This design comes from an exercise in tuning for small area, a short achievable clock period and few clock cycles per item on the open sky130 flow, not from production work. In this exercise RTL edits were held to simulation tests only and were not proved equivalent to the original. Power and IR drop assume default switching activity.

==> standard.sh <==
#!/bin/bash
# synth_recipe.tcl (not shown) runs the flow's synth.tcl, then flattens the netlist and writes it again
# the make line also repeats each setting of config.mk as NAME=value (left out here)
make -C /OpenROAD-flow-scripts/flow DESIGN_CONFIG=/design/flow/config.mk WORK_HOME=/design/flow/orfs CLKGATE_MAP_FILE= SYNTH_SCRIPT=/design/flow/synth_recipe.tcl "${@:-finish}"
==> flow/run.sh <==
#!/bin/bash
set -euo pipefail
MARGIN=6.2
sed "s/SETUP_SLACK_MARGIN=[0-9.]*/SETUP_SLACK_MARGIN=${MARGIN} SKIP_INCREMENTAL_REPAIR=1 'BUFFER_PORTS_ARGS=-buffer_cell sky130_fd_sc_hd__buf_2'/" standard.sh > standard_margin.sh
grep -q "SKIP_INCREMENTAL_REPAIR=1 'BUFFER_PORTS_ARGS=-buffer_cell sky130_fd_sc_hd__buf_2'" standard_margin.sh
bash standard_margin.sh > orfs_make.log 2>&1
==> config.mk <==
export PLATFORM = sky130hd
export DESIGN_NAME = alu_exec_unit
export DESIGN_NICKNAME = alu_exec_unit
export VERILOG_FILES = /design/flow/design.v
export SDC_FILE = /design/flow/constraint.sdc
export NUM_CORES = 4
export LEC_CHECK = 0
export ABC_AREA = 1
export CAP_MARGIN = 20
export CORE_MARGIN = 2
export CORE_UTILIZATION = 30
export PLACE_DENSITY = 0.4
export SETUP_SLACK_MARGIN = 5
export SLEW_MARGIN = 20
==> constraint.sdc <==
create_clock -name core_clock -period 10.0 [get_ports {clk}]
set_input_delay 2.0000 -clock core_clock [delete_from_list [all_inputs] [get_ports {clk}]]
set_output_delay 2.0000 -clock core_clock [all_outputs]
set_load 0.01 [all_outputs]
==> design.v <==
package alu_exec_pkg;
  localparam logic [3:0] CTRL_AND  = 4'b0000;
  localparam logic [3:0] CTRL_OR   = 4'b0001;
  localparam logic [3:0] CTRL_ADD  = 4'b0010;
  localparam logic [3:0] CTRL_SLL  = 4'b0011;
  localparam logic [3:0] CTRL_SLT  = 4'b0100;
  localparam logic [3:0] CTRL_SLTU = 4'b0101;
  localparam logic [3:0] CTRL_BEQ  = 4'b0110;
  localparam logic [3:0] CTRL_XOR  = 4'b0111;
  localparam logic [3:0] CTRL_SRL  = 4'b1000;
  localparam logic [3:0] CTRL_JAL  = 4'b1001;
  localparam logic [3:0] CTRL_SRA  = 4'b1010;
  localparam logic [3:0] CTRL_REM  = 4'b1011;
  localparam logic [3:0] CTRL_NOP  = 4'b1100;
  localparam logic [3:0] CTRL_DIV  = 4'b1101;
  localparam logic [3:0] CTRL_MUL  = 4'b1110;
  localparam logic [3:0] CTRL_BNEQ = 4'b1111;
  localparam logic [1:0] PH_0  = 2'd0;   
  localparam logic [1:0] PH_1  = 2'd1;   
  localparam logic [1:0] PH_IT = 2'd2;   
  localparam logic [1:0] PH_F  = 2'd3;   
endpackage
module mdu_bitlen (
  input  logic [31:0] x,
  output logic        nz,
  output logic [4:0]  pos
);
  logic [3:0] bnz;
  logic [2:0] bpos [4];
  always_comb begin
    for (int j = 0; j < 4; j++) begin
      logic [7:0] v;
      v       = x[8*j +: 8];
      bnz[j]  = |v;
      bpos[j][2] = |v[7:4];
      bpos[j][1] = bpos[j][2] ? |v[7:6] : |v[3:2];
      if (bpos[j][2]) bpos[j][0] = bpos[j][1] ? v[7] : v[5];
      else            bpos[j][0] = bpos[j][1] ? v[3] : v[1];
    end
    nz = |bnz;
    if (bnz[3])      pos = {2'd3, bpos[3]};
    else if (bnz[2]) pos = {2'd2, bpos[2]};
    else if (bnz[1]) pos = {2'd1, bpos[1]};
    else             pos = {2'd0, bpos[0]};
  end
endmodule
import alu_exec_pkg::*;
module alu_exec_unit #(
  parameter int WIDTH = 32,
  parameter int SHW   = $clog2(WIDTH)
) (
  input  logic             clk,
  input  logic             reset,
  input  logic             valid_in,
  output logic             ready,
  input  logic [3:0]       alu_ctrl,
  input  logic [WIDTH-1:0] op_a,
  input  logic [WIDTH-1:0] op_b,
  output logic             valid_out,
  output logic [WIDTH-1:0] result,
  output logic             zero,
  output logic             branch_taken
);
  localparam int W1 = WIDTH + 1;
  logic [W1-1:0]  a_q, b_q, r_q;
  logic           v_q, rdy_q, vout_q, zero_q, br_q;
  logic [1:0]     ph_q;
  logic [SHW-1:0] cnt_q;
  logic [1:0]     amt_q;
  logic           sa_q, sb_q, dz_q, zp_q;
  logic           f_mdu, f_mul, f_rem, f_beq, f_bneq;
  logic           c_xa, c_xinv, c_yb, c_yb2, c_yr, c_y4, c_yinv, c_cin;
  logic           c_rmul, c_rdv, c_rsh, c_rsum, c_and, c_or, c_xor, c_slt, c_sltu;
  logic           c_shl, c_sha, c_shm, c_shn, c_asum, c_bkeep;
  assign ready        = rdy_q;
  assign valid_out    = vout_q;
  assign result       = r_q[WIDTH-1:0];
  assign zero         = zero_q;
  assign branch_taken = br_q;
  logic mdu, ph0;
  assign mdu = v_q && f_mdu;
  assign ph0 = (ph_q == PH_0);
  logic [WIDTH-1:0] x_ab;
  logic             eq;
  assign x_ab = a_q[WIDTH-1:0] ^ b_q[WIDTH-1:0];
  assign eq   = ~|x_ab;
  logic [W1-1:0] xop, yop, sum;
  logic [W1+1:0] sum_w;
  assign xop   = ({W1{c_xa}} & a_q) ^ {W1{c_xinv}};
  assign yop   = (({W1{c_yb}} & b_q) | ({W1{c_yb2}} & {b_q[W1-2:0], 1'b0})
                 | ({W1{c_yr}} & r_q) | (W1'(c_y4) << 2)) ^ {W1{c_yinv}};
  assign sum_w = {1'b0, xop, 1'b1} + {1'b0, yop, c_cin};
  assign sum   = sum_w[W1:1];
  logic [SHW-1:0] sh_amt;
  logic [W1-1:0]  sh_in, sh_r, sh_out;
  logic           sh_fill;
  logic [W1:0]    sh_wide;
  assign sh_amt = c_shn ? cnt_q : c_shm ? SHW'(amt_q) : b_q[SHW-1:0];
  always_comb begin
    sh_fill = ~c_shl & c_sha & a_q[W1-1];
    for (int i = 0; i < W1; i++) sh_in[i] = c_shl ? a_q[W1-1-i] : a_q[i];
    if (!c_shl) sh_in[W1-1] = sh_fill;
    sh_wide = $signed({sh_fill, sh_in}) >>> sh_amt;
    sh_r    = sh_wide[W1-1:0];
    for (int i = 0; i < W1; i++) sh_out[i] = c_shl ? sh_r[W1-1-i] : sh_r[i];
  end
  logic [WIDTH-1:0] mpl;
  logic             mul_last, mul_next_last;
  assign mpl           = ph0 ? a_q[WIDTH-1:0] : r_q[WIDTH-1:0];
  assign mul_last      = (mpl[WIDTH-1:1] == '0) || (mpl[WIDTH-1:1] == '1);
  assign mul_next_last = (mpl[WIDTH-1:3] == '0) || (mpl[WIDTH-1:3] == '1);
  function automatic logic [2:0] booth(input logic [1:0] m, input logic p);
    booth = {m[0] ^ p, (m[1] & ~m[0] & ~p) | (~m[1] & m[0] & p), m[1] & ~(m[0] & p)};
  endfunction
  logic dsub, qneg, dsucc, div_last, div_next_last;
  assign dsub          = ~(sa_q ^ sb_q);           
  assign qneg          = (sa_q ^ sb_q) & ~dz_q;
  assign dsucc         = (sum[W1-1] == sa_q);
  logic rem2, rem2_n, fix2_q;
  assign rem2          = f_rem & sa_q & ~sb_q & ~b_q[0];   
  assign rem2_n        = f_rem & sa_q & ~sb_q & ~dsucc;    
  assign div_last      = (ph_q == PH_F) && (fix2_q || !rem2);
  assign div_next_last = ((ph_q == PH_IT) && (cnt_q == '0) && !rem2_n)
                      || ((ph_q == PH_F) && !fix2_q && rem2);
  logic           nza, nzb, dsa;
  logic [4:0]     pa, pb;
  logic [6:0]     dab, dax;
  logic [SHW-1:0] nalign;
  mdu_bitlen u_la (.x(a_q[WIDTH-1:0] ^ {WIDTH{a_q[WIDTH-1]}}), .nz(nza), .pos(pa));
  mdu_bitlen u_lb (.x(b_q[WIDTH-1:0] ^ {WIDTH{b_q[WIDTH-1]}}), .nz(nzb), .pos(pb));
  assign dsa = a_q[WIDTH-1];
  assign dab = 7'(pa) - 7'(pb) + 7'(dsa);            
  assign dax = 7'(pa) + 7'(1) + 7'(dsa);             
  always_comb begin
    if (!nzb && !b_q[WIDTH-1])
      nalign = '1;                                   
    else if (!nza)
      nalign = SHW'(dsa & ~nzb);
    else if (!nzb)
      nalign = dax[5] ? '1 : dax[SHW-1:0];
    else if (dab[6])
      nalign = '0;
    else
      nalign = dab[5] ? '1 : dab[SHW-1:0];
  end
  logic last, next_last;
  assign last      = f_mul ? mul_last : div_last;
  assign next_last = f_mul ? mul_next_last : div_next_last;
  logic sel_sum, sel_sh, sel_rsh2;
  assign sel_sum  = c_rsum | (c_rmul & mul_last) | c_rdv;
  assign sel_sh   = c_rsh | (c_rmul & ~mul_last & ph0);
  assign sel_rsh2 = c_rmul & ~mul_last & ~ph0;
  logic [W1-1:0] r_next;
  assign r_next = ({W1{sel_sum}}  & sum)
                | ({W1{sel_sh}}   & sh_out)
                | ({W1{sel_rsh2}} & {r_q[W1-1], r_q[W1-1], r_q[W1-1:2]})
                | ({W1{c_and}}    & {1'b0, a_q[WIDTH-1:0] & b_q[WIDTH-1:0]})
                | ({W1{c_or}}     & {1'b0, a_q[WIDTH-1:0] | b_q[WIDTH-1:0]})
                | ({W1{c_xor}}    & {1'b0, x_ab})
                | W1'(c_slt & sum[WIDTH])
                | W1'(c_sltu & (sum[WIDTH] ^ a_q[WIDTH-1] ^ b_q[WIDTH-1]));
  logic             swap;
  logic [WIDTH-1:0] in_a, in_b;
  logic b16, a8;
  assign b16  = (op_b[WIDTH-1:15] == '0) || (op_b[WIDTH-1:15] == '1) || (op_b[WIDTH-1:16] == '0);
  assign a8   = (op_a[WIDTH-1:7] == '0) || (op_a[WIDTH-1:7] == '1) || (op_a[WIDTH-1:8] == '0);
  assign swap = (alu_ctrl == CTRL_MUL) && b16 && !a8;
  assign in_a = swap ? op_b : op_a;
  assign in_b = swap ? op_a : op_b;
  logic n_xa, n_xinv, n_yb, n_yb2, n_yr, n_y4, n_yinv, n_cin;
  logic n_rmul, n_rdv, n_rsh, n_rsum, n_and, n_or, n_xor, n_slt, n_sltu;
  logic n_shl, n_sha, n_shm, n_shn, n_asum, n_bkeep;
  logic [1:0] n_amt;
  logic [2:0] bz;
  always_comb begin
    n_xa = 1'b1; n_xinv = 1'b0; n_yb = 1'b1; n_yb2 = 1'b0; n_yr = 1'b0; n_y4 = 1'b0;
    n_yinv = 1'b0; n_cin = 1'b0;
    n_rmul = 1'b0; n_rdv = 1'b0; n_rsh = 1'b0; n_rsum = 1'b0;
    n_and = 1'b0; n_or = 1'b0; n_xor = 1'b0; n_slt = 1'b0; n_sltu = 1'b0;
    n_shl = 1'b0; n_sha = 1'b0; n_shm = 1'b0; n_shn = 1'b0; n_amt = '0; n_asum = 1'b1; n_bkeep = 1'b0;
    bz = '0;
    if (rdy_q) begin
      case (alu_ctrl)
        CTRL_AND:  n_and = 1'b1;
        CTRL_OR:   n_or  = 1'b1;
        CTRL_XOR:  n_xor = 1'b1;
        CTRL_ADD:  n_rsum = 1'b1;
        CTRL_BEQ, CTRL_BNEQ: begin n_rsum = 1'b1; n_yinv = 1'b1; n_cin = 1'b1; end
        CTRL_SLT:  begin n_slt  = 1'b1; n_yinv = 1'b1; n_cin = 1'b1; end
        CTRL_SLTU: begin n_sltu = 1'b1; n_yinv = 1'b1; n_cin = 1'b1; end
        CTRL_JAL:  begin n_rsum = 1'b1; n_yb = 1'b0; n_y4 = 1'b1; end
        CTRL_SLL:  begin n_rsh = 1'b1; n_shl = 1'b1; end
        CTRL_SRL:  n_rsh = 1'b1;
        CTRL_SRA:  begin n_rsh = 1'b1; n_sha = 1'b1; end
        CTRL_MUL: begin
          bz = booth(in_a[1:0], 1'b0);
          n_rmul = 1'b1; n_xa = 1'b0; n_yb = bz[2]; n_yb2 = bz[1]; n_yinv = bz[0];
          n_cin = bz[0]; n_shm = 1'b1; n_sha = 1'b1; n_amt = 2'd2;
        end
        CTRL_DIV, CTRL_REM: begin
          n_rsh = 1'b1; n_xa = 1'b0; n_shm = 1'b1; n_sha = 1'b1;
        end
        default: ;   
      endcase
    end else if (f_mul) begin
      bz = booth(mpl[3:2], mpl[1]);
      n_rmul = 1'b1; n_yb = bz[2]; n_yb2 = bz[1]; n_yinv = bz[0]; n_cin = bz[0];
    end else begin
      case (ph_q)
        PH_0: begin
          n_rsum = 1'b1; n_xa = 1'b0; n_xinv = a_q[WIDTH-1]; n_yb = 1'b0; n_yr = 1'b1;
          n_shn = 1'b1; n_shl = 1'b1; n_asum = 1'b0;
        end
        PH_F: begin
          n_rsum = 1'b1; n_xa = 1'b0; n_yb = 1'b0; n_yr = 1'b1; n_cin = 1'b1;
        end
        default: begin
          if (ph_q == PH_IT && cnt_q == '0) begin
            n_rsum = 1'b1;
            if (f_rem) begin
              n_yb = 1'b0; n_yr = 1'b1;
              if (dsucc) begin n_xa = 1'b0; n_cin = sa_q; end
              else       begin n_xinv = sa_q ^ sb_q; n_cin = sa_q | sb_q; end
            end else begin
              n_xa = 1'b0; n_yinv = qneg; n_cin = qneg;
            end
          end else begin
            n_rdv = 1'b1; n_yb = 1'b0; n_yr = 1'b1;
            n_xinv = (ph_q == PH_1) ? dsub : (dsub ^ ~dsucc);
            n_cin  = n_xinv;
            n_shm = 1'b1; n_sha = 1'b1; n_asum = 1'b0; n_bkeep = 1'b1;
            n_amt = (cnt_q == SHW'((ph_q == PH_1) ? 0 : 1)) ? 2'd0 : 2'd1;
          end
        end
      endcase
    end
  end
  always_ff @(posedge clk) begin
    r_q <= r_next;
    if (rdy_q)                     fix2_q <= 1'b0;
    else if (ph_q == PH_F && rem2) fix2_q <= 1'b1;
    if (rdy_q) begin
      a_q <= {in_a[WIDTH-1], in_a};
      b_q <= {in_b[WIDTH-1], in_b};
      f_mdu  <= (alu_ctrl == CTRL_MUL) || (alu_ctrl == CTRL_DIV) || (alu_ctrl == CTRL_REM);
      f_mul  <= (alu_ctrl == CTRL_MUL);
      f_rem  <= (alu_ctrl == CTRL_REM);
      f_beq  <= (alu_ctrl == CTRL_BEQ);
      f_bneq <= (alu_ctrl == CTRL_BNEQ);
    end else begin
      a_q <= c_asum ? sum : sh_out;
      b_q <= f_mul ? {b_q[W1-3:0], 2'b00} : ({b_q[W1-2:0], dsucc} & {W1{c_bkeep}});
    end
    {c_xa, c_xinv, c_yb, c_yb2, c_yr, c_y4, c_yinv, c_cin} <=
      {n_xa, n_xinv, n_yb, n_yb2, n_yr, n_y4, n_yinv, n_cin};
    {c_rmul, c_rdv, c_rsh, c_rsum, c_and, c_or, c_xor, c_slt, c_sltu} <=
      {n_rmul, n_rdv, n_rsh, n_rsum, n_and, n_or, n_xor, n_slt, n_sltu};
    {c_shl, c_sha, c_shm, c_shn, c_asum, c_bkeep} <= {n_shl, n_sha, n_shm, n_shn, n_asum, n_bkeep};
    amt_q <= n_amt;
    if (!(mdu && !ph0)) begin
      zp_q <= eq;
      sa_q <= a_q[WIDTH-1];
      sb_q <= b_q[WIDTH-1];
      dz_q <= (b_q[WIDTH-1:0] == '0);
    end
    if (ph0) cnt_q <= nalign;
    else if (ph_q == PH_IT) cnt_q <= cnt_q - 1'b1;
    zero_q <= (mdu && !ph0) ? zp_q : eq;
    br_q   <= (f_beq & eq) | (f_bneq & ~eq);
    if (reset) begin
      v_q    <= 1'b0;
      rdy_q  <= 1'b1;
      vout_q <= 1'b0;
      ph_q   <= PH_0;
    end else begin
      vout_q <= v_q && (!mdu || last);
      if (rdy_q) begin
        v_q   <= valid_in;
        ph_q  <= PH_0;
        rdy_q <= !(valid_in && (alu_ctrl == CTRL_MUL || alu_ctrl == CTRL_DIV
                                || alu_ctrl == CTRL_REM));
      end else if (last) begin
        v_q   <= 1'b0;
        rdy_q <= 1'b1;
      end else begin
        rdy_q <= next_last;
        case (ph_q)
          PH_0:    ph_q <= f_mul ? PH_IT : PH_1;
          PH_1:    ph_q <= PH_IT;
          PH_IT:   if (!f_mul && cnt_q == '0) ph_q <= PH_F;
          default: ph_q <= PH_F;
        endcase
      end
    end
  end
endmodule
==> impl_results.rst, run 1 <==
.. list-table::
   :header-rows: 1

   * - Metric
     - Value
   * - Worst slack, placed
     - 5.19 ns
   * - Number of sinks on the clock net
     - 144
   * - Largest net degree at the start of global routing
     - 88
   * - Worst-path clk slew
     - 0.07 ns
   * - Routing layer with the top usage in global route
     - met2
   * - Slowest stage delay, CP
     - 0.44 ns
   * - Average wire per cell in the routed design
     - 25.9 um
   * - Max rail drop VDD
     - 0.103 mV
   * - Total global routing track utilization
     - 0.321
   * - Vias
     - 19.7k
   * - Type of the tightest min-delay check
     - reg -> reg
   * - Cell with the largest stage delay on the worst path
     - dfxtp_4
   * - Final clock period utilization by the worst path
     - 0.398
   * - Cell area after placement
     - 0.0176 mm^2
   * - Post-synthesis sequential element count
     - 144
   * - CTS tree
     - yes
   * - Number of pins exceeding their max-slew limit in the final report
     - 0
   * - Fin Clk Skew
     - 0.0141 ns
   * - Root buffer selected by CTS
     - clkbuf_16
   * - Setup violations, final
     - 0
   * - Power share of the combinational group
     - 0.554
   * - Switching Power
     - 1.82 mW
   * - Setup WS post-layout
     - 6.02 ns
   * - PD cells
     - 183 mW/mm^2
   * - Inserted Diodes
     - 0
   * - Hold Path Stages
     - 2
   * - Mean instance size in the synthesized netlist
     - 6.02 um^2
   * - Critical R2R Capture
     - cnt_q[3]
   * - Highest attainable clock frequency
     - 251 MHz
   * - Hold wc startpoint
     - c_slt
   * - Kind of end point of the critical path
     - flip-flop
   * - Post-synth design cell area
     - 0.0168 mm^2
   * - Routed via count divided by cell count
     - 5.49
   * - Placer congestion estimate
     - 0.974
   * - Setup fix buffers added after clock tree synthesis
     - 57
   * - Antenna violations before repair
     - 1
   * - Met3 track demand over resource
     - 0.0421
   * - Worst endpoint required time
     - 10.35 ns
   * - Post-route ant nets
     - 0
   * - Core Region
     - 0.0552 mm^2
   * - Top-level I/O count
     - 107
   * - Leakage power
     - 9.13 nW
   * - Power share of the sequential group
     - 0.250
   * - Post-CTS Resized
     - 177
   * - First-pass iteration count of the detailed router
     - 6
   * - Cell seen most often among critical-path stages
     - nand2_1
   * - Syn nets
     - 2975
   * - Overall die height
     - 241 um
   * - P_int
     - 1.68 mW
   * - Result of the run
     - no timing/DRC/antenna violations
   * - Deepest level of the CTS H-tree
     - 4
   * - Number of enable flip-flop cells after synthesis
     - 14
   * - NumNets Final
     - 3020
   * - Part of the power in the clock network
     - 0.196
   * - Yosys warning count
     - 3
   * - Horizontal die dimension
     - 241 um
   * - Final min period
     - 3.98 ns
   * - Gate family responsible for the most delay along the worst path
     - simple AND/OR/NAND/NOR gates
   * - Crit-path max FO
     - 8
   * - Async set-or-reset flop fraction in the synthesized netlist
     - 0
   * - Portion of the post-synthesis area used by sequential elements
     - 0.180
   * - Worst hold margin
     - 0.460 ns
   * - Half-perimeter wire length of the detailed placement result
     - 72.7 mm
   * - Setup TNS Final
     - 0 ns
   * - Initial Utilization
     - 0.304
   * - Total congestion overflow
     - 0
   * - Row cnt
     - 86
   * - Arrival @ worst endpoint
     - 4.33 ns
   * - Post-route DRC violation count
     - 0
   * - Number of global-route vias before repair
     - 18.7k
   * - Worst reg-to-reg setup slack
     - 6.02 ns
   * - Die area
     - 0.0578 mm^2
   * - Top flip-flop cell by instance count after synthesis
     - dfxtp_1
   * - Inserted Clock Buffers
     - 17
   * - Worst-margin pin slew
     - 1.23 ns
   * - Layout overhead on the synthesized area
     - 14.0%
   * - Worst Path Class, Setup
     - reg -> reg
   * - Final Instance Area
     - 0.0191 mm^2
   * - Met1 global-route usage
     - 0.413
   * - Number of distinct library cell variants in the gate-level netlist after synthesis
     - 70
   * - Final Hold Vio Count
     - 0
   * - Hold bufs inserted after CTS
     - 0
   * - Max-cap violations
     - 0
   * - Global-route wire length before repair
     - 133 mm
   * - Beginning of the worst register-to-register path
     - b_q[31]
   * - Total wire length after detailed routing
     - 93.2 mm
   * - Later-pin clock latency in the skew report
     - 0.49 ns
   * - Number of DRC markers in iteration 0
     - 2030
   * - Max Buffers Root-to-Sink
     - 2
   * - CP Buf/Inv Count
     - 3
   * - Nature of the critical path startpoint
     - flip-flop
   * - Met2 GRT Util
     - 0.522
   * - Count of mapped cells out of synthesis
     - 2788
   * - Share of final-layout standard cells stronger than drive strength 1
     - 0.135
   * - Slew HR
     - 0.164
   * - Port Buf Inserts
     - 106
   * - Switching part of the total
     - 0.519
   * - R2R depth
     - 25
   * - Hold Path End
     - r_q[0]
-- power by group through the flow --
stage,registers [mW],logic (mW),clock network (mW)
6_report,0.875,1.94,0.686
5_1_grt,0.877,2.11,0.715
4_1_cts,0.872,1.90,0.699
3_5_place_dp,0.881,1.78,0
3_3_place_gp,0.884,1.79,0
2_1_floorplan,0.767,1.25,0
-- cells in the mapped netlist, types with 5 or more instances --
| cell type | instances | area, um^2 |
|---|---|---|
| a221oi_1 | 24 | 210 |
| buf_4 | 40 | 300 |
| dfxtp_1 | 130 | 2600 |
| o221ai_1 | 35 | 307 |
| inv_2 | 12 | 45.0 |
| nor4_1 | 23 | 144 |
| o22ai_1 | 5 | 31.3 |
| ha_1 | 114 | 1430 |
| buf_2 | 22 | 110 |
| inv_1 | 296 | 1110 |
| a21oi_1 | 144 | 721 |
| o21ai_2 | 9 | 78.8 |
| nand3b_1 | 9 | 67.6 |
| nand4_1 | 45 | 282 |
| o211ai_1 | 54 | 405 |
| xnor2_1 | 18 | 158 |
| or2_2 | 5 | 31.3 |
| xor2_1 | 82 | 718 |
| o2111ai_1 | 5 | 43.8 |
| nand3_1 | 160 | 801 |
| nor3_1 | 19 | 95.1 |
| a21o_1 | 8 | 60.1 |
| clkbuf_1 | 77 | 289 |
| o21bai_1 | 11 | 82.6 |
| edfxtp_1 | 14 | 420 |
| o21ai_1 | 85 | 425 |
| buf_6 | 15 | 169 |
| buf_1 | 14 | 52.6 |
| o21ai_0 | 211 | 1060 |
| a31oi_1 | 9 | 56.3 |
| o21a_1 | 6 | 45.0 |
| nand2_1 | 827 | 3100 |
| nor2_1 | 195 | 732 |
-- through the flow --
| stage | cells | power (mW) | util |
|---|---|---|---|
| after global routing | 3594 | 3.70 | 0.346 |
| after CTS | 3594 | 3.47 | 0.346 |
| after detailed placement | 3503 | 2.66 | 0.318 |
| after global placement | 3503 | 2.67 | 0.318 |
| final | 3594 | 3.50 | 0.346 |
| after floorplan | 2788 | 2.02 | - |
-- cell type report --
| class | instances | area (um^2) |
|---|---|---|
| Multi-Input combinational cell | 2165 | 11900 |
| Clock buffer | 17 | 425 |
| Timing Repair Buffer | 195 | 1390 |
| Clock inverter | 15 | 158 |
| Inverter | 310 | 1240 |
| Tap cell | 748 | 936 |
| Fill cell | 6179 | 36100 |
| Sequential cell | 144 | 3100 |
-- metal layers --
layer  up-vias  wire length (um)
li1       9376                 -
met2       789             42700
met1      9380             40200
met5         -                 0
met4         0              5280
met3       173              4980
-- flip-flops by register name, indices dropped and copies added, names as in the netlist, 2 cells and up --
| register | count |
|---|---|
| a_q | 33 |
| amt_q | 2 |
| b_q | 33 |
| cnt_q | 5 |
| ph_q | 2 |
| r_q | 33 |
-- layout by cell type, fill, tap and decap left out, drive strengths merged, types with 35 or more instances in the layout --
master | Yosys | layout
inv | 310 | 303
o221ai | 35 | 35
dfxtp | 130 | 130
nor2 | 201 | 201
o211ai | 56 | 56
ha | 114 | 114
xor2 | 82 | 82
a21oi | 146 | 146
nand2 | 831 | 831
nand4 | 45 | 45
nand3 | 162 | 162
o21ai | 305 | 305
buf | 92 | 194
-- worst max-delay path by stage --
stage | startpoint | endpoint | slack, ns | depth (start not counted)
floorplan | b_q[31] | cnt_q[2] | 6.24 | 23
global placement | alu_ctrl[1] | a_q[32] | 5.20 | 13
detailed placement | alu_ctrl[1] | a_q[32] | 5.19 | 13
CTS | a_q[31] | cnt_q[3] | 6.12 | 26
global route | a_q[31] | cnt_q[3] | 5.75 | 26
finish | b_q[31] | cnt_q[3] | 6.02 | 25
-- tightest hold or removal path, cell delays in order, from the launching register on --
cell and delay, ns:
dfxtp_1 0.30, nand2_1 0.05, nand4_1 0.08
-- kinds of logic (layout without fill, tap and decap cells) --
family                   count (synthesis)  count (layout)  synth area share
AO/OA/AOI/OAI                          635             635             0.225
XOR/XNOR                               100             100            0.0522
adder cells (fa/ha/maj)                116             116            0.0874
buffers and inverters                  479             537             0.126
flip-flops                             144             144             0.180
multiplexers                             4               4           0.00246
AND/OR/NAND/NOR                       1310            1310             0.327
Testbench counts, summed over its fixed seeds: cycles 47,809, items 24,000.
==> inputs of run 2 (changes only) <==
--- a/config.mk
+++ b/config.mk
@@ -8,7 +8,7 @@
 export ABC_AREA = 1
 export CAP_MARGIN = 20
 export CORE_MARGIN = 2
-export CORE_UTILIZATION = 30
-export PLACE_DENSITY = 0.4
+export CORE_UTILIZATION = 45
+export PLACE_DENSITY = 0.5
 export SETUP_SLACK_MARGIN = 5
 export SLEW_MARGIN = 20
==> impl_results.rst, run 2 <==
.. list-table::
   :header-rows: 1

   * - Metric
     - Value
   * - Result of the run
     - no timing/DRC/antenna violations (unchanged)
   * - Kind of end point of the critical path
     - flip-flop (unchanged)
   * - First-pass iteration count of the detailed router
     - 10 (was 6)
   * - Top-level I/O count
     - 107 (unchanged)
   * - Most common cell after layout, fill and taps aside
     - nand2_1 (unchanged)
   * - Leakage power
     - 9.25 nW (was 9.13 nW)
   * - Arrival @ worst endpoint
     - 4.28 ns (was 4.33 ns)
   * - Type of the tightest min-delay check
     - reg -> reg (unchanged)
   * - Inserted Clock Buffers
     - 17 (unchanged)
   * - Total congestion overflow
     - 0 (unchanged)
   * - Max Buffers Root-to-Sink
     - 2 (unchanged)
   * - Post-route ant nets
     - 0 (unchanged)
   * - Count of mapped cells out of synthesis
     - 2788 (unchanged)
   * - Biggest area consumer among synthesized cells
     - nand2_1 (unchanged)
   * - CTS tree
     - yes (unchanged)
   * - Total wire length after detailed routing
     - 83.3 mm (was 93.2 mm)
   * - Half-perimeter wire length of the detailed placement result
     - 63.2 mm (was 72.7 mm)
   * - Layout overhead on the synthesized area
     - 12.8% (was 14.0%)
   * - Largest cells by area after synthesis
     - nand2_1, dfxtp_1, ha_1 (unchanged)
   * - Average wire per cell in the routed design
     - 25.2 um (was 25.9 um)
   * - Yosys warning count
     - 3 (unchanged)
   * - Row cnt
     - 70 (was 86)
   * - Largest net degree at the start of global routing
     - 74 (was 88)
   * - Top flip-flop cell by instance count after synthesis
     - dfxtp_1 (unchanged)
   * - Most frequent cell after synthesis
     - nand2_1 (unchanged)
   * - Worst Path Class, Setup
     - reg -> reg (unchanged)
   * - Highest attainable clock frequency
     - 246 MHz (was 251 MHz)
   * - Slew HR
     - 0.115 (was 0.164)
   * - Leading cell types in the layout, fill and taps excluded
     - nand2_1, inv_1, o21ai_0 (unchanged)
   * - Routed via count divided by cell count
     - 6.18 (was 5.49)
   * - Worst-margin pin slew
     - 1.31 ns (was 1.23 ns)
   * - Antenna violations before repair
     - 3 (was 1)
   * - Syn nets
     - 2975 (unchanged)
   * - Final min period
     - 4.07 ns (was 3.98 ns)
   * - Root buffer selected by CTS
     - clkbuf_16 (unchanged)
   * - Crit-path max FO
     - 4 (was 8)
   * - Worst-path clk slew
     - 0.07 ns (about the same)
   * - Post-CTS Resized
     - 188 (was 177)
   * - Registers with the highest flip-flop counts
     - a_q (33), b_q (33), r_q (33) (unchanged)
   * - Hold bufs inserted after CTS
     - 0 (unchanged)
   * - Vias
     - 20.5k (was 19.7k)
   * - Post-route DRC violation count
     - 0 (unchanged)
   * - List of most frequent post-synthesis cells
     - nand2_1, inv_1, o21ai_0 (unchanged)
   * - Horizontal die dimension
     - 197 um (was 241 um)
   * - PD cells
     - 184 mW/mm^2 (was 183 mW/mm^2)
   * - Setup fix buffers added after clock tree synthesis
     - 60 (was 57)
   * - Final clock period utilization by the worst path
     - 0.407 (was 0.398)
   * - Nature of the critical path startpoint
     - flip-flop (unchanged)
   * - Setup TNS Final
     - 0 ns (unchanged)
   * - Die area
     - 0.0389 mm^2 (was 0.0578 mm^2)
   * - Number of DRC markers in iteration 0
     - 2664 (was 2030)
   * - Number of enable flip-flop cells after synthesis
     - 14 (unchanged)
   * - Share of Yosys cell area claimed by the top area cell type
     - 0.185 (unchanged)
   * - Total global routing track utilization
     - 0.422 (was 0.321)
   * - Final Hold Vio Count
     - 0 (unchanged)
   * - Inserted Diodes
     - 0 (unchanged)
   * - Post-synthesis sequential element count
     - 144 (unchanged)
   * - Max rail drop VDD
     - 0.128 mV (was 0.103 mV)
   * - Number of sinks on the clock net
     - 144 (unchanged)
   * - Global-route wire length before repair
     - 121 mm (was 133 mm)
   * - Number of global-route vias before repair
     - 18.8k (was 18.7k)
   * - Port Buf Inserts
     - 106 (unchanged)
   * - NumNets Final
     - 3019 (was 3020)
   * - Share of final-layout standard cells stronger than drive strength 1
     - 0.140 (was 0.135)
   * - Initial Utilization
     - 0.457 (was 0.304)
   * - Setup violations, final
     - 0 (unchanged)
   * - Worst endpoint required time
     - 10.21 ns (was 10.35 ns)
   * - Mean instance size in the synthesized netlist
     - 6.02 um^2 (unchanged)
   * - Post-synth design cell area
     - 0.0168 mm^2 (unchanged)
   * - Max-cap violations
     - 0 (unchanged)
   * - Later-pin clock latency in the skew report
     - 0.46 ns (was 0.49 ns)
   * - Placer congestion estimate
     - 1.03 (was 0.974)
   * - Number of pins exceeding their max-slew limit in the final report
     - 0 (unchanged)
   * - Fin Clk Skew
     - 0.0122 ns (was 0.0141 ns)
   * - Number of distinct library cell variants in the gate-level netlist after synthesis
     - 70 (unchanged)
   * - Core Region
     - 0.0367 mm^2 (was 0.0552 mm^2)
   * - Overall power of the completed layout
     - 3.48 mW (was 3.50 mW)
   * - Deepest level of the CTS H-tree
     - 4 (unchanged)
   * - Portion of the post-synthesis area used by sequential elements
     - 0.180 (unchanged)
   * - Async set-or-reset flop fraction in the synthesized netlist
     - 0 (unchanged)
   * - Overall die height
     - 197 um (was 241 um)
-- run 2: path summary, 6_finish.rpt --
| path | cells past startpoint | from | slack, ns | endpoint |
|---|---|---|---|---|
| setup reg to reg | 26 | a_q[31] | 5.93 | cnt_q[3] |
| hold / removal | 2 | c_slt | 0.46 | r_q[0] |
| hold reg to reg | 2 | c_slt | 0.46 | r_q[0] |
| setup / recovery | 26 | a_q[31] | 5.93 | cnt_q[3] |
-- run 2: kinds of logic after synthesis --
| logic type | count (synthesis) | share of synthesized area |
|---|---|---|
| xor gates and xnor gates | 100 | 0.0522 |
| adders and majority gates | 116 | 0.0874 |
| AOI/OAI and AO/OA | 635 | 0.225 |
| DFF | 144 | 0.180 |
| muxes | 4 | 0.00246 |
| and+or+nand+nor | 1310 | 0.327 |
| buffers and inverters | 479 | 0.126 |
-- run 2: worst max-delay path, cell delays in order (launching register included) --
cell and delay (ns):
dfxtp_4 0.44, buf_12 0.13, buf_16 0.10, nand2_1 0.08
a21oi_2 0.19, nand2_2 0.11, nor2_4 0.15, buf_6 0.13
buf_12 0.09, inv_1 0.05, nor2_1 0.10, o221ai_1 0.14
nand3b_1 0.15, o21ai_2 0.11, ha_2 0.22, fa_2 0.37
o21ai_2 0.14, xor2_1 0.20, inv_1 0.10, nor2_2 0.13
xnor2_1 0.15, inv_1 0.12, a21oi_2 0.13, or2_4 0.13
nand2_2 0.04, nand2_2 0.06, a21oi_2 0.06
-- run 2: stage by stage --
step | setup WS, ns | instance area (um^2) | utilization | instances | hold WS (ns)
floorplan | 6.24 | 16800 | - | 2788 | 0.428
global placement | 4.58 | 17100 | 0.467 | 3214 | 0.444
detailed placement | 4.42 | 17100 | 0.467 | 3214 | 0.449
CTS | 6.11 | 18900 | 0.516 | 3313 | 0.461
global route | 5.60 | 18900 | 0.516 | 3313 | 0.493
finish | 5.93 | 18900 | 0.516 | 3313 | 0.456
-- run 2: final cells by class --
class / count / area [um^2]
Tap cell: 468 / 586
Clock inverter: 15 / 190
Multi-Input combinational cell: 2167 / 12000
Fill cell: 3900 / 17800
Inverter: 310 / 1220
Timing Repair Buffer: 192 / 1390
Sequential cell: 144 / 3100
Clock buffer: 17 / 425
-- run 2: where the power goes --
group | internal (mW) | switching [mW]
Combinational | 0.627 | 1.28
Sequential | 0.688 | 0.194
Clock | 0.380 | 0.313
-- run 2: routing by layer --
metal / wire (um) / vias to the layer above / global-route usage
met4: 7060 / 6 / 0.304
met2: 35800 / 1202 / 0.653
li1: - / 9380 / -
met3: 8180 / 311 / 0.0804
met5: 36 / - / 0
met1: 32300 / 9561 / 0.527
==> inputs of run 3 (changes only) <==
==> flow/run.sh (replaced) <==
#!/bin/bash
set -euo pipefail
MARGIN=6.2
PORTS="'BUFFER_PORTS_ARGS=-buffer_cell sky130_fd_sc_hd__buf_2'"
sed "s/SETUP_SLACK_MARGIN=[0-9.]*/SETUP_SLACK_MARGIN=${MARGIN} ${PORTS}/" standard.sh > standard_cts.sh
sed "s/SETUP_SLACK_MARGIN=[0-9.]*/SETUP_SLACK_MARGIN=0 ${PORTS}/" standard.sh > standard_fin.sh
grep -q "SETUP_SLACK_MARGIN=${MARGIN} 'BUFFER_PORTS_ARGS" standard_cts.sh
grep -q "SETUP_SLACK_MARGIN=0 'BUFFER_PORTS_ARGS" standard_fin.sh
bash standard_cts.sh cts > orfs_make_cts.log 2>&1
bash standard_fin.sh > orfs_make_finish.log 2>&1
--- a/config.mk
+++ b/config.mk
@@ -8,7 +8,7 @@
 export ABC_AREA = 1
 export CAP_MARGIN = 20
 export CORE_MARGIN = 2
-export CORE_UTILIZATION = 45
-export PLACE_DENSITY = 0.5
+export CORE_UTILIZATION = 30
+export PLACE_DENSITY = 0.4
 export SETUP_SLACK_MARGIN = 5
 export SLEW_MARGIN = 20
==> impl_results.rst, run 3 <==
.. list-table::
   :header-rows: 1

   * - Metric
     - Value
   * - Result of the run
     - no timing/DRC/antenna violations (unchanged)
   * - Type of the tightest min-delay check
     - reg -> reg (unchanged)
   * - Cell area after placement
     - 0.0176 mm^2 (was 0.0171 mm^2)
   * - Mean instance size in the synthesized netlist
     - 6.02 um^2 (unchanged)
   * - Placer congestion estimate
     - 0.974 (was 1.03)
   * - Switching part of the total
     - 0.519 (was 0.513)
   * - Worst reg-to-reg setup slack
     - 6.02 ns (was 5.93 ns)
   * - Unrepaired setup endpoints after global routing
     - no
   * - Slowest stage delay, CP
     - 0.44 ns (about the same)
   * - Gate family responsible for the most delay along the worst path
     - simple AND/OR/NAND/NOR gates (unchanged)
   * - Mux cell area share after synthesis
     - 0.00246 (unchanged)
   * - Root buffer selected by CTS
     - clkbuf_16 (unchanged)
   * - Overall die height
     - 241 um (was 197 um)
   * - Synth Area in Adders
     - 0.0874 (unchanged)
   * - Portion of the post-synthesis area used by sequential elements
     - 0.180 (unchanged)
   * - List of most frequent post-synthesis cells
     - nand2_1, inv_1, o21ai_0 (unchanged)
   * - Global-route wire length before repair
     - 133 mm (was 121 mm)
   * - Crit-path max FO
     - 8 (was 4)
   * - First-pass iteration count of the detailed router
     - 6 (was 10)
   * - Average wire per cell in the routed design
     - 25.9 um (was 25.2 um)
   * - Count of mapped cells out of synthesis
     - 2788 (unchanged)
   * - Fin Clk Skew
     - 0.0141 ns (was 0.0122 ns)
   * - Highest attainable clock frequency
     - 251 MHz (was 246 MHz)
   * - Initial Utilization
     - 0.304 (was 0.457)
   * - P_int
     - 1.68 mW (was 1.70 mW)
   * - Antenna violations before repair
     - 1 (was 3)
   * - Inserted Diodes
     - 0 (unchanged)
   * - Number of sinks on the clock net
     - 144 (unchanged)
   * - Die area
     - 0.0578 mm^2 (was 0.0389 mm^2)
   * - Final Hold Vio Count
     - 0 (unchanged)
   * - Registers with the highest flip-flop counts
     - a_q (33), b_q (33), r_q (33) (unchanged)
   * - Worst endpoint required time
     - 10.35 ns (was 10.21 ns)
   * - Arrival @ worst endpoint
     - 4.33 ns (was 4.28 ns)
   * - Yosys warning count
     - 3 (unchanged)
   * - Hold Path Stages
     - 2 (unchanged)
   * - Row cnt
     - 86 (was 70)
   * - Switching Power
     - 1.82 mW (was 1.79 mW)
   * - Fillers
     - 6179 (was 3900)
   * - NumNets Final
     - 3020 (was 3019)
   * - Number of DRC markers in iteration 0
     - 2030 (was 2664)
   * - Cell with the largest stage delay on the worst path
     - dfxtp_4 (unchanged)
   * - Half-perimeter wire length of the detailed placement result
     - 72.7 mm (was 63.2 mm)
   * - Critical R2R Capture
     - cnt_q[3] (unchanged)
   * - Final min period
     - 3.98 ns (was 4.07 ns)
   * - Final clock period utilization by the worst path
     - 0.398 (was 0.407)
   * - Most frequent cell after synthesis
     - nand2_1 (unchanged)
   * - Largest cells by area after synthesis
     - nand2_1, dfxtp_1, ha_1 (unchanged)
   * - Deepest level of the CTS H-tree
     - 4 (unchanged)
   * - Worst Path Class, Setup
     - reg -> reg (unchanged)
   * - Largest net degree at the start of global routing
     - 88 (was 74)
   * - Number of distinct library cell variants in the gate-level netlist after synthesis
     - 70 (unchanged)
   * - Hold wc startpoint
     - c_slt (unchanged)
   * - Post-synthesis sequential element count
     - 144 (unchanged)
   * - Inserted Clock Buffers
     - 17 (unchanged)
   * - Post-synth design cell area
     - 0.0168 mm^2 (unchanged)
   * - Hold Path End
     - r_q[0] (unchanged)
   * - Power share of the combinational group
     - 0.554 (was 0.548)
   * - PD cells
     - 183 mW/mm^2 (was 184 mW/mm^2)
   * - Setup violations, final
     - 0 (unchanged)
   * - Number of pins exceeding their max-slew limit in the final report
     - 0 (unchanged)
   * - Post-route DRC violation count
     - 0 (unchanged)
   * - Combinational family with the most area after synthesis
     - simple AND/OR/NAND/NOR gates (unchanged)
   * - Vias
     - 19.7k (was 20.5k)
   * - Post-route ant nets
     - 0 (unchanged)
   * - Total global routing track utilization
     - 0.321 (was 0.422)
   * - Nature of the critical path startpoint
     - flip-flop (unchanged)
   * - CTS tree
     - yes (unchanged)
   * - Total congestion overflow
     - 0 (unchanged)
   * - Core Region
     - 0.0552 mm^2 (was 0.0367 mm^2)
   * - Final Instance Area
     - 0.0191 mm^2 (was 0.0189 mm^2)
   * - Port Buf Inserts
     - 106 (unchanged)
   * - Syn nets
     - 2975 (unchanged)
   * - Max Buffers Root-to-Sink
     - 2 (unchanged)
   * - Cell seen most often among critical-path stages
     - nand2_1
   * - Power share of the sequential group
     - 0.250 (was 0.253)
   * - Worst-path clk slew
     - 0.07 ns (about the same)
   * - Post-route core utilization
     - 0.346 (was 0.516)
   * - Share of synthesized cell area in and, or, nand and nor gates
     - 0.327 (unchanged)
   * - Hold bufs inserted after CTS
     - 0 (unchanged)
   * - Beginning of the worst register-to-register path
     - b_q[31] (was a_q[31])
   * - Worst-margin pin slew
     - 1.23 ns (was 1.31 ns)
   * - Number of global-route vias before repair
     - 18.7k (was 18.8k)
   * - Share of final-layout standard cells stronger than drive strength 1
     - 0.135 (was 0.140)
   * - Max rail drop VDD
     - 0.103 mV (was 0.128 mV)
   * - Leading cell types in the layout, fill and taps excluded
     - nand2_1, inv_1, o21ai_0 (unchanged)
   * - Layout overhead on the synthesized area
     - 14.0% (was 12.8%)
   * - Top-level I/O count
     - 107 (unchanged)
   * - Kind of end point of the critical path
     - flip-flop (unchanged)
   * - Top flip-flop cell by instance count after synthesis
     - dfxtp_1 (unchanged)
   * - Later-pin clock latency in the skew report
     - 0.49 ns (was 0.46 ns)
   * - Biggest area consumer among synthesized cells
     - nand2_1 (unchanged)
   * - Share of Yosys cell area claimed by the top area cell type
     - 0.185 (unchanged)
   * - Post-Synth XOR/XNOR Area
     - 0.0522 (unchanged)
   * - Async set-or-reset flop fraction in the synthesized netlist
     - 0 (unchanged)
   * - Most common cell after layout, fill and taps aside
     - nand2_1 (unchanged)
   * - Routed via count divided by cell count
     - 5.49 (was 6.18)
   * - Leakage power
     - 9.13 nW (was 9.25 nW)
   * - CP Buf/Inv Count
     - 3 (was 7)
   * - Horizontal die dimension
     - 241 um (was 197 um)
   * - Number of enable flip-flop cells after synthesis
     - 14 (unchanged)
   * - Launching element of the worst setup path
     - b_q[31] (was a_q[31])
   * - R2R depth
     - 25 (was 26)
   * - Part of the power in the clock network
     - 0.196 (was 0.199)
   * - Total wire length after detailed routing
     - 93.2 mm (was 83.3 mm)
   * - Slew HR
     - 0.164 (was 0.115)
   * - Setup TNS Final
     - 0 ns (unchanged)
   * - Synth Area in Compound Gates
     - 0.225 (unchanged)
   * - Max-cap violations
     - 0 (unchanged)
[run 3: cell counts after synthesis]
Identical to the previous run, type by type.
[run 3: power by group through the flow]
| stage | Combinational (mW) | Sequential, mW | Clock (mW) |
|---|---|---|---|
| after global placement | 1.79 | 0.884 | 0 |
| after global routing | 2.11 | 0.877 | 0.715 |
| after detailed placement | 1.78 | 0.881 | 0 |
| after floorplan | 1.25 | 0.767 | 0 |
| final | 1.94 | 0.875 | 0.686 |
| after CTS | 1.90 | 0.872 | 0.699 |
[run 3: worst max path at each step]
stage,endpoint,slack [ns],cells past startpoint
final,cnt_q[3],6.02,25
after global routing,cnt_q[3],5.75,26
after CTS,cnt_q[3],6.12,26
after detailed placement,a_q[32],5.19,13
after global placement,a_q[32],5.20,13
after floorplan,cnt_q[2],6.24,23
[run 3: timing repair]
item	CTS	global route
gates resized for setup	177	0
setup buffers	57	0
endpoints found under the hold margin	0	0
setup endpoints to repair	74	0
[run 3: cell families (layout without fill, tap and decap cells)]
logic type,Yosys count,count (layout)
simple gates,1310,1310
buf+inv,479,537
fa+ha+maj,116,116
mux,4,4
flops,144,144
xor+xnor,100,100
compound gates,635,635
[run 3: layout make-up]
type / instances / area, um^2 / share of cell area
Inverter: 310 / 1240 / 0.0649
Sequential cell: 144 / 3100 / 0.162
Timing Repair Buffer: 195 / 1390 / 0.0727
Multi-Input combinational cell: 2165 / 11900 / 0.621
Tap cell: 748 / 936 / 0.0489
Clock buffer: 17 / 425 / 0.0222
Clock inverter: 15 / 158 / 0.00824
[run 3: per-layer routing]
metal / GRT usage / routed length (um) / up-vias
met1: 0.413 / 40200 / 9380
met4: 0.167 / 5280 / 0
met5: 0 / 0 / -
met2: 0.522 / 42700 / 789
li1: - / - / 9376
met3: 0.0421 / 4980 / 173
[run 3: through the flow]
step / cells / hold WS (ns) / total power [mW] / setup WS (ns)
2_1_floorplan: 2788 / 0.428 / 2.02 / 6.24
3_3_place_gp: 3503 / 0.459 / 2.67 / 5.20
3_5_place_dp: 3503 / 0.451 / 2.66 / 5.19
4_1_cts: 3594 / 0.463 / 3.47 / 6.12
5_1_grt: 3594 / 0.493 / 3.70 / 5.75
6_report: 3594 / 0.460 / 3.50 / 6.02
[run 3: worst register-to-register path, stage by stage, from the launching register on]
cell and delay (ns):
dfxtp_4 0.44, nand2_1 0.10, o21ai_1 0.18, nand2_1 0.12, inv_2 0.10, nand2_1 0.11, o21ai_2 0.13, nand3b_1 0.11
o211ai_1 0.14, o31ai_2 0.15, nand2_1 0.08, nand3b_1 0.09, mux2i_1 0.19, ha_2 0.23, fa_2 0.44, inv_2 0.07
ha_1 0.14, inv_1 0.06, nor2_2 0.13, nand3_1 0.13, nand2_2 0.13, nand2_1 0.07, or2_2 0.29, nand2_1 0.07
nand2_1 0.06, a21oi_1 0.12
==> inputs of run 4 (changes only) <==
--- a/flow/run.sh
+++ b/flow/run.sh
@@ -1,6 +1,6 @@
 #!/bin/bash
 set -euo pipefail
-MARGIN=6.2
+MARGIN=6.6
 PORTS="'BUFFER_PORTS_ARGS=-buffer_cell sky130_fd_sc_hd__buf_2'"
 sed "s/SETUP_SLACK_MARGIN=[0-9.]*/SETUP_SLACK_MARGIN=${MARGIN} ${PORTS}/" standard.sh > standard_cts.sh
 sed "s/SETUP_SLACK_MARGIN=[0-9.]*/SETUP_SLACK_MARGIN=0 ${PORTS}/" standard.sh > standard_fin.sh
==> impl_results.rst, run 4 <==
.. list-table::
   :header-rows: 1

   * - Metric
     - Value
   * - Later-pin clock latency in the skew report
     - 0.50 ns (was 0.49 ns)
   * - Setup WS post-layout
     - 5.96 ns (was 6.02 ns)
   * - Total congestion overflow
     - 0 (unchanged)
   * - Worst slack, placed
     - 4.94 ns (was 5.19 ns)
   * - Global-route wire length before repair
     - 133 mm (about the same)
   * - Overall power of the completed layout
     - 3.62 mW (was 3.50 mW)
   * - R2R depth
     - 29 (was 25)
   * - Inserted Clock Buffers
     - 17 (unchanged)
   * - Routed via count divided by cell count
     - 5.48 (was 5.49)
   * - Placer congestion estimate
     - 0.966 (was 0.974)
   * - Layout overhead on the synthesized area
     - 20.5% (was 14.0%)
   * - Port Buf Inserts
     - 106 (unchanged)
   * - Number of enable flip-flop cells after synthesis
     - 14 (unchanged)
   * - NumNets Final
     - 3060 (was 3020)
   * - Total global routing track utilization
     - 0.322 (was 0.321)
   * - Part of the power in the clock network
     - 0.185 (was 0.196)
   * - Post-synthesis sequential element count
     - 144 (unchanged)
   * - Yosys warning count
     - 3 (unchanged)
   * - Final min period
     - 4.04 ns (was 3.98 ns)
   * - Antenna violations before repair
     - 1 (unchanged)
   * - Cell seen most often among critical-path stages
     - buf_4 (was nand2_1)
   * - Setup TNS Final
     - 0 ns (unchanged)
   * - Worst hold margin
     - 0.464 ns (was 0.460 ns)
   * - Max rail drop VDD
     - 0.138 mV (was 0.103 mV)
   * - Highest attainable clock frequency
     - 248 MHz (was 251 MHz)
   * - Kind of end point of the critical path
     - flip-flop (unchanged)
   * - Overall die height
     - 241 um (unchanged)
   * - Total wire length after detailed routing
     - 93.4 mm (was 93.2 mm)
   * - Result of the run
     - no timing/DRC/antenna violations (unchanged)
   * - Arrival @ worst endpoint
     - 4.29 ns (was 4.33 ns)
   * - CTS tree
     - yes (unchanged)
   * - Share of final-layout standard cells stronger than drive strength 1
     - 0.181 (was 0.135)
   * - Registers with the highest flip-flop counts
     - a_q (33), b_q (33), r_q (33) (unchanged)
   * - P_int
     - 1.73 mW (was 1.68 mW)
   * - Setup violations, final
     - 0 (unchanged)
   * - Unrepaired setup endpoints after global routing
     - no (unchanged)
   * - Power share of the sequential group
     - 0.243 (was 0.250)
   * - Mean instance size in the synthesized netlist
     - 6.02 um^2 (unchanged)
   * - Largest net degree at the start of global routing
     - 88 (unchanged)
   * - Hold bufs inserted after CTS
     - 0 (unchanged)
   * - Leading cell types in the layout, fill and taps excluded
     - nand2_1, inv_1, nor2_1 (was nand2_1, inv_1, o21ai_0)
   * - Post-synth design cell area
     - 0.0168 mm^2 (unchanged)
   * - Deepest level of the CTS H-tree
     - 4 (unchanged)
   * - Horizontal die dimension
     - 241 um (unchanged)
   * - Initial Utilization
     - 0.304 (unchanged)
   * - Type of the tightest min-delay check
     - reg -> reg (unchanged)
   * - Hold wc startpoint
     - v_q (was c_slt)
   * - Root buffer selected by CTS
     - clkbuf_16 (unchanged)
   * - Die area
     - 0.0578 mm^2 (unchanged)
   * - Post-route ant nets
     - 0 (unchanged)
   * - Number of DRC markers in iteration 0
     - 1727 (was 2030)
   * - Portion of the post-synthesis area used by sequential elements
     - 0.180 (unchanged)
   * - Top-level I/O count
     - 107 (unchanged)
   * - Most common cell after layout, fill and taps aside
     - nand2_1 (unchanged)
   * - Half-perimeter wire length of the detailed placement result
     - 71.2 mm (was 72.7 mm)
   * - Slowest stage delay, CP
     - 0.41 ns (was 0.44 ns)
   * - Switching Power
     - 1.89 mW (was 1.82 mW)
   * - Worst reg-to-reg setup slack
     - 5.96 ns (was 6.02 ns)
   * - Nature of the critical path startpoint
     - flip-flop (unchanged)
   * - Worst-path clk slew
     - 0.07 ns (about the same)
   * - Leakage power
     - 9.58 nW (was 9.13 nW)
   * - Worst endpoint required time
     - 10.26 ns (was 10.35 ns)
   * - Number of pins exceeding their max-slew limit in the final report
     - 0 (unchanged)
   * - Max Buffers Root-to-Sink
     - 2 (unchanged)
   * - Slew HR
     - 0.343 (was 0.164)
   * - Number of sinks on the clock net
     - 144 (unchanged)
   * - Vias
     - 19.9k (was 19.7k)
   * - Cell with the largest stage delay on the worst path
     - dfxtp_4 (unchanged)
   * - Crit-path max FO
     - 6 (was 8)
   * - Top flip-flop cell by instance count after synthesis
     - dfxtp_1 (unchanged)
   * - Syn nets
     - 2975 (unchanged)
   * - Async set-or-reset flop fraction in the synthesized netlist
     - 0 (unchanged)
   * - Number of global-route vias before repair
     - 18.6k (was 18.7k)
   * - Count of mapped cells out of synthesis
     - 2788 (unchanged)
   * - Largest cells by area after synthesis
     - nand2_1, dfxtp_1, ha_1 (unchanged)
   * - Number of distinct library cell variants in the gate-level netlist after synthesis
     - 70 (unchanged)
   * - Average wire per cell in the routed design
     - 25.7 um (was 25.9 um)
   * - Hold Path Stages
     - 2 (unchanged)
   * - Worst-margin pin slew
     - 0.977 ns (was 1.23 ns)
   * - Switching part of the total
     - 0.522 (was 0.519)
   * - Fin Clk Skew
     - 0.0103 ns (was 0.0141 ns)
   * - Max-cap violations
     - 0 (unchanged)
   * - Biggest area consumer among synthesized cells
     - nand2_1 (unchanged)
   * - Hold Path End
     - vout_q (was r_q[0])
   * - List of most frequent post-synthesis cells
     - nand2_1, inv_1, o21ai_0 (unchanged)
   * - First-pass iteration count of the detailed router
     - 6 (unchanged)
   * - Critical R2R Capture
     - cnt_q[3] (unchanged)
   * - PD cells
     - 179 mW/mm^2 (was 183 mW/mm^2)
   * - Worst Path Class, Setup
     - reg -> reg (unchanged)
   * - Row cnt
     - 86 (unchanged)
   * - Fillers
     - 6120 (was 6179)
   * - Beginning of the worst register-to-register path
     - a_q[31] (was b_q[31])
   * - Final Hold Vio Count
     - 0 (unchanged)
   * - Post-route DRC violation count
     - 0 (unchanged)
   * - Core Region
     - 0.0552 mm^2 (unchanged)
   * - Most frequent cell after synthesis
     - nand2_1 (unchanged)
   * - Power share of the combinational group
     - 0.571 (was 0.554)
   * - Launching element of the worst setup path
     - a_q[31] (was b_q[31])
   * - Final clock period utilization by the worst path
     - 0.404 (was 0.398)
   * - Share of Yosys cell area claimed by the top area cell type
     - 0.185 (unchanged)
==> run 4: area by class of cell <==
type	count	area (um^2)	area share
Antenna cell	1	2.50	0.000124
Inverter	310	1260	0.0624
Clock buffer	19	433	0.0214
Timing Repair inverter	2	13.8	0.000681
Tap cell	748	936	0.0463
Timing Repair Buffer	231	1920	0.0948
Sequential cell	144	3080	0.152
Multi-Input combinational cell	2167	12400	0.616
Clock inverter	13	129	0.00637
==> run 4: power groups by stage <==
stage | Combinational, mW | Clock [mW] | Sequential [mW]
6_report | 2.07 | 0.671 | 0.881
3_5_place_dp | 1.82 | 0 | 0.884
2_1_floorplan | 1.27 | 0 | 0.768
5_1_grt | 2.24 | 0.695 | 0.882
4_1_cts | 2.04 | 0.677 | 0.876
3_3_place_gp | 1.82 | 0 | 0.885
==> run 4: critical path, delay by kind of cell (launching register included) <==
kind            cells  cell delay (ns)
buf+inv            18             2.20
compound gates      3             0.31
simple gates        8             0.85
flops               1             0.41
==> run 4: routing by layer <==
metal  share of wire  global-route usage
met5               0                   0
met4           0.050               0.157
met3           0.046              0.0386
met2            0.47               0.543
met1            0.43               0.407
==> run 4: timing repair <==
action,in CTS,in global routing
endpoints found under the setup margin,106,0
gates resized for setup,298,0
setup buffers,85,0
==> run 4: worst max path at each step <==
stage	to	slack, ns	depth (start not counted)
floorplan	cnt_q[3]	6.60	25
detailed placement	a_q[32]	4.94	14
finish	cnt_q[3]	5.96	29
CTS	cnt_q[3]	6.04	24
global route	cnt_q[3]	5.70	24
global placement	a_q[32]	5.04	14
==> run 4: kinds of logic after synthesis <==
group,share of synthesized area
simple gates,0.327
compound gates,0.225
buf+inv,0.126
flops,0.180
fa+ha+maj,0.0874
xor+xnor,0.0522
mux,0.00246
==> run 4: through the flow <==
stage | std cells | utilization | cell area, um^2
CTS | 3634 | 0.366 | 20200
finish | 3635 | 0.366 | 20200
global route | 3634 | 0.366 | 20200
global placement | 3504 | 0.321 | 17700
floorplan | 2788 | - | 17000
detailed placement | 3504 | 0.321 | 17700
==> inputs of run 5 (changes only) <==
--- a/flow/run.sh
+++ b/flow/run.sh
@@ -1,6 +1,6 @@
 #!/bin/bash
 set -euo pipefail
-MARGIN=6.6
+MARGIN=5.9
 PORTS="'BUFFER_PORTS_ARGS=-buffer_cell sky130_fd_sc_hd__buf_2'"
 sed "s/SETUP_SLACK_MARGIN=[0-9.]*/SETUP_SLACK_MARGIN=${MARGIN} ${PORTS}/" standard.sh > standard_cts.sh
 sed "s/SETUP_SLACK_MARGIN=[0-9.]*/SETUP_SLACK_MARGIN=0 ${PORTS}/" standard.sh > standard_fin.sh
==> impl_results.rst, run 5 <==
.. list-table::
   :header-rows: 1

   * - Metric
     - Value
   * - Post-route ant nets
     - 0 (unchanged)
   * - Deepest level of the CTS H-tree
     - 4 (unchanged)
   * - Overall die height
     - 241 um (unchanged)
   * - Top flip-flop cell by instance count after synthesis
     - dfxtp_1 (unchanged)
   * - Power share of the combinational group
     - 0.539 (was 0.571)
   * - Final standard cell count with taps included and fillers excluded
     - 3562 (was 3635)
   * - Arrival @ worst endpoint
     - 4.59 ns (was 4.29 ns)
   * - Largest cells by area after synthesis
     - nand2_1, dfxtp_1, ha_1 (unchanged)
   * - Vias
     - 19.4k (was 19.9k)
   * - Kind of end point of the critical path
     - flip-flop (unchanged)
   * - Number of DRC markers in iteration 0
     - 1682 (was 1727)
   * - Count of mapped cells out of synthesis
     - 2788 (unchanged)
   * - Beginning of the worst register-to-register path
     - b_q[31] (was a_q[31])
   * - Max-cap violations
     - 0 (unchanged)
   * - Number of distinct library cell variants in the gate-level netlist after synthesis
     - 70 (unchanged)
   * - Die area
     - 0.0578 mm^2 (unchanged)
   * - Placed Cells
     - 3503 (was 3504)
   * - Leading cell types in the layout, fill and taps excluded
     - nand2_1, inv_1, o21ai_0 (was nand2_1, inv_1, nor2_1)
   * - Number of sinks on the clock net
     - 144 (unchanged)
   * - Leakage power
     - 8.91 nW (was 9.58 nW)
   * - Switching part of the total
     - 0.521 (was 0.522)
   * - Biggest area consumer among synthesized cells
     - nand2_1 (unchanged)
   * - Final Instance Area
     - 0.0186 mm^2 (was 0.0202 mm^2)
   * - Post-synth design cell area
     - 0.0168 mm^2 (unchanged)
   * - Unrepaired setup endpoints after global routing
     - no (unchanged)
   * - Post-synthesis sequential element count
     - 144 (unchanged)
   * - Number of enable flip-flop cells after synthesis
     - 14 (unchanged)
   * - Power share of the sequential group
     - 0.255 (was 0.243)
   * - Cell area after placement
     - 0.0176 mm^2 (was 0.0177 mm^2)
   * - Half-perimeter wire length of the detailed placement result
     - 70.9 mm (was 71.2 mm)
   * - Number of pins exceeding their max-slew limit in the final report
     - 0 (unchanged)
   * - Largest net degree at the start of global routing
     - 88 (unchanged)
   * - Hold bufs inserted after CTS
     - 0 (unchanged)
   * - First-pass iteration count of the detailed router
     - 7 (was 6)
   * - Yosys warning count
     - 3 (unchanged)
   * - Max rail drop VDD
     - 0.117 mV (was 0.138 mV)
   * - Share of Yosys cell area claimed by the top area cell type
     - 0.185 (unchanged)
   * - Most common cell after layout, fill and taps aside
     - nand2_1 (unchanged)
   * - Highest attainable clock frequency
     - 236 MHz (was 248 MHz)
   * - Crit-path max FO
     - 17 (was 6)
   * - Hold wc startpoint
     - c_slt (was v_q)
   * - Launching element of the worst setup path
     - b_q[31] (was a_q[31])
   * - Setup violations, final
     - 0 (unchanged)
   * - Later-pin clock latency in the skew report
     - 0.50 ns (about the same)
   * - Share of final-layout standard cells stronger than drive strength 1
     - 0.109 (was 0.181)
   * - Total wire length after detailed routing
     - 90.2 mm (was 93.4 mm)
   * - Part of the power in the clock network
     - 0.206 (was 0.185)
   * - P_int
     - 1.64 mW (was 1.73 mW)
   * - Worst Path Class, Setup
     - reg -> reg (unchanged)
   * - Fin Clk Skew
     - 0.0191 ns (was 0.0103 ns)
   * - Number of global-route vias before repair
     - 18.0k (was 18.6k)
   * - Worst endpoint required time
     - 10.35 ns (was 10.26 ns)
   * - Inserted Diodes
     - 0 (was 1)
   * - List of most frequent post-synthesis cells
     - nand2_1, inv_1, o21ai_0 (unchanged)
   * - Layout overhead on the synthesized area
     - 11.0% (was 20.5%)
   * - Antenna violations before repair
     - 1 (unchanged)
   * - Async set-or-reset flop fraction in the synthesized netlist
     - 0 (unchanged)
   * - Final clock period utilization by the worst path
     - 0.424 (was 0.404)
   * - Final Hold Vio Count
     - 0 (unchanged)
   * - NumNets Final
     - 2988 (was 3060)
   * - Post-route DRC violation count
     - 0 (unchanged)
   * - Top-level I/O count
     - 107 (unchanged)
   * - Placer congestion estimate
     - 0.950 (was 0.966)
   * - PD cells
     - 184 mW/mm^2 (was 179 mW/mm^2)
   * - Portion of the post-synthesis area used by sequential elements
     - 0.180 (unchanged)
   * - Mean instance size in the synthesized netlist
     - 6.02 um^2 (unchanged)
   * - Result of the run
     - no timing/DRC/antenna violations (unchanged)
   * - Horizontal die dimension
     - 241 um (unchanged)
   * - Max Buffers Root-to-Sink
     - 2 (unchanged)
   * - Setup TNS Final
     - 0 ns (unchanged)
   * - CTS tree
     - yes (unchanged)
   * - Total congestion overflow
     - 0 (unchanged)
   * - Slew HR
     - 0.196 (was 0.343)
   * - Syn nets
     - 2975 (unchanged)
   * - Final min period
     - 4.24 ns (was 4.04 ns)
   * - Type of the tightest min-delay check
     - reg -> reg (unchanged)
   * - Row cnt
     - 86 (unchanged)
   * - Overall power of the completed layout
     - 3.43 mW (was 3.62 mW)
   * - Core Region
     - 0.0552 mm^2 (unchanged)
   * - Global-route wire length before repair
     - 128 mm (was 133 mm)
   * - Fillers
     - 6214 (was 6120)
   * - Inserted Clock Buffers
     - 17 (unchanged)
   * - Worst-margin pin slew
     - 1.19 ns (was 0.977 ns)
   * - Average wire per cell in the routed design
     - 25.3 um (was 25.7 um)
   * - Routed via count divided by cell count
     - 5.45 (was 5.48)
   * - Port Buf Inserts
     - 106 (unchanged)
   * - Nature of the critical path startpoint
     - flip-flop (unchanged)
   * - Worst-path clk slew
     - 0.08 ns (was 0.07 ns)
   * - Total global routing track utilization
     - 0.310 (was 0.322)
   * - Root buffer selected by CTS
     - clkbuf_16 (unchanged)
   * - Switching Power
     - 1.79 mW (was 1.89 mW)
   * - Registers with the highest flip-flop counts
     - a_q (33), b_q (33), r_q (33) (unchanged)
   * - Most frequent cell after synthesis
     - nand2_1 (unchanged)
   * - Initial Utilization
     - 0.304 (unchanged)
-- run 5: cell type report --
| type | instances | area, um^2 | area share |
|---|---|---|---|
| Multi-Input combinational cell | 2165 | 11800 | 0.631 |
| Sequential cell | 144 | 3070 | 0.165 |
| Inverter | 310 | 1230 | 0.0659 |
| Timing Repair Buffer | 163 | 1030 | 0.0555 |
| Tap cell | 748 | 936 | 0.0502 |
| Clock buffer | 18 | 429 | 0.0230 |
| Clock inverter | 14 | 165 | 0.00887 |
-- run 5: critical path, cell delays in order, from the launching register on --
cell	delay (ns)
dfxtp_2	0.40
buf_12	0.18
nor2_1	0.07
o21ai_0	0.36
a21oi_4	0.12
o21ai_0	0.09
o21ai_0	0.12
a32o_2	0.32
nand3b_1	0.18
mux2i_1	0.26
ha_2	0.26
fa_2	0.42
inv_1	0.09
ha_1	0.14
inv_1	0.06
nor2_1	0.14
nand3_1	0.12
nand2_1	0.14
nand2_1	0.08
or2_2	0.29
nand2_1	0.07
nand2_1	0.05
a21oi_1	0.12
-- run 5: layer usage --
layer | track usage | routed length (um)
met5 | 0 | 8
met4 | 0.145 | 4360
met3 | 0.0494 | 5020
met2 | 0.509 | 41700
met1 | 0.397 | 39200
-- run 5: kinds of logic after synthesis --
group / Yosys count / synth area share
AO/OA/AOI/OAI: 635 / 0.225
XOR/XNOR: 100 / 0.0522
adder cells (fa/ha/maj): 116 / 0.0874
buffers and inverters: 479 / 0.126
flip-flops: 144 / 0.180
multiplexers: 4 / 0.00246
AND/OR/NAND/NOR: 1310 / 0.327
-- run 5: metrics by stage --
| stage | hold WS [ns] | utilization | setup WS, ns |
|---|---|---|---|
| 4_1_cts | 0.477 | 0.337 | 5.87 |
| 5_1_grt | 0.498 | 0.337 | 5.40 |
| 6_report | 0.474 | 0.337 | 5.76 |
| 2_1_floorplan | 0.428 | - | 6.17 |
| 3_5_place_dp | 0.456 | 0.318 | 4.74 |
| 3_3_place_gp | 0.461 | 0.318 | 4.79 |
-- run 5: worst paths after layout --
path / to / slack, ns / cells past startpoint
setup / recovery: cnt_q[3] / 5.76 / 22
hold / removal: r_q[0] / 0.47 / 2
setup reg to reg: cnt_q[3] / 5.76 / 22
hold reg to reg: r_q[0] / 0.47 / 2
-- run 5: power by group through the flow --
stage                     Sequential, mW  Combinational (mW)  Clock, mW
after detailed placement           0.881                1.76          0
after global routing               0.879                2.03      0.731
after floorplan                    0.767                1.25          0
final                              0.875                1.85      0.705
after CTS                          0.871                1.82      0.713
after global placement             0.883                1.76          0
-- run 5: repair_timing --
action                                  4_1_cts  5_1_grt
endpoints found under the setup margin       66        0
setup buffers                                26        0
gates resized for setup                      93        0

==> afterwards: timing with drivers on the ports <==
Ports are ideal in the flow. The routed layouts listed here were re-timed in OpenROAD. Step 1 (the two cells are an assumption about what drives the block):
set clk [get_ports {clk}]
set_driving_cell -lib_cell sky130_fd_sc_hd__clkbuf_16 $clk
set_driving_cell -lib_cell sky130_fd_sc_hd__buf_2 [delete_from_list [all_inputs] $clk]
Step 2 times the ports against the registers' clock, not the clock port: input delays grow and output delays shrink by t, the midpoint of the rising clock arrivals with the driver on. a / b / c = no drivers / after step 1 / after step 2; a / b = the first two.
run | t (ns) | setup WS [ns] | worst register clock-pin slew, ns
run 1 | 0.545 | 6.016 / 6.016 / 5.635 | 0.08 / 0.08
run 2 | 0.512 | 5.934 / 5.934 / 5.670 | 0.07 / 0.07
run 3 | 0.545 | 6.016 / 6.016 / 5.635 | 0.08 / 0.08
run 4 | 0.561 | 5.965 / 5.965 / 5.965 | 0.07 / 0.07
run 5 | 0.552 | 5.758 / 5.758 / 5.302 | 0.08 / 0.08
After both steps every run listed still meets setup and hold. For run 5, which loses most, drivers alone change the setup slack by 0.000 ns; drivers and shift together by -0.456 ns.
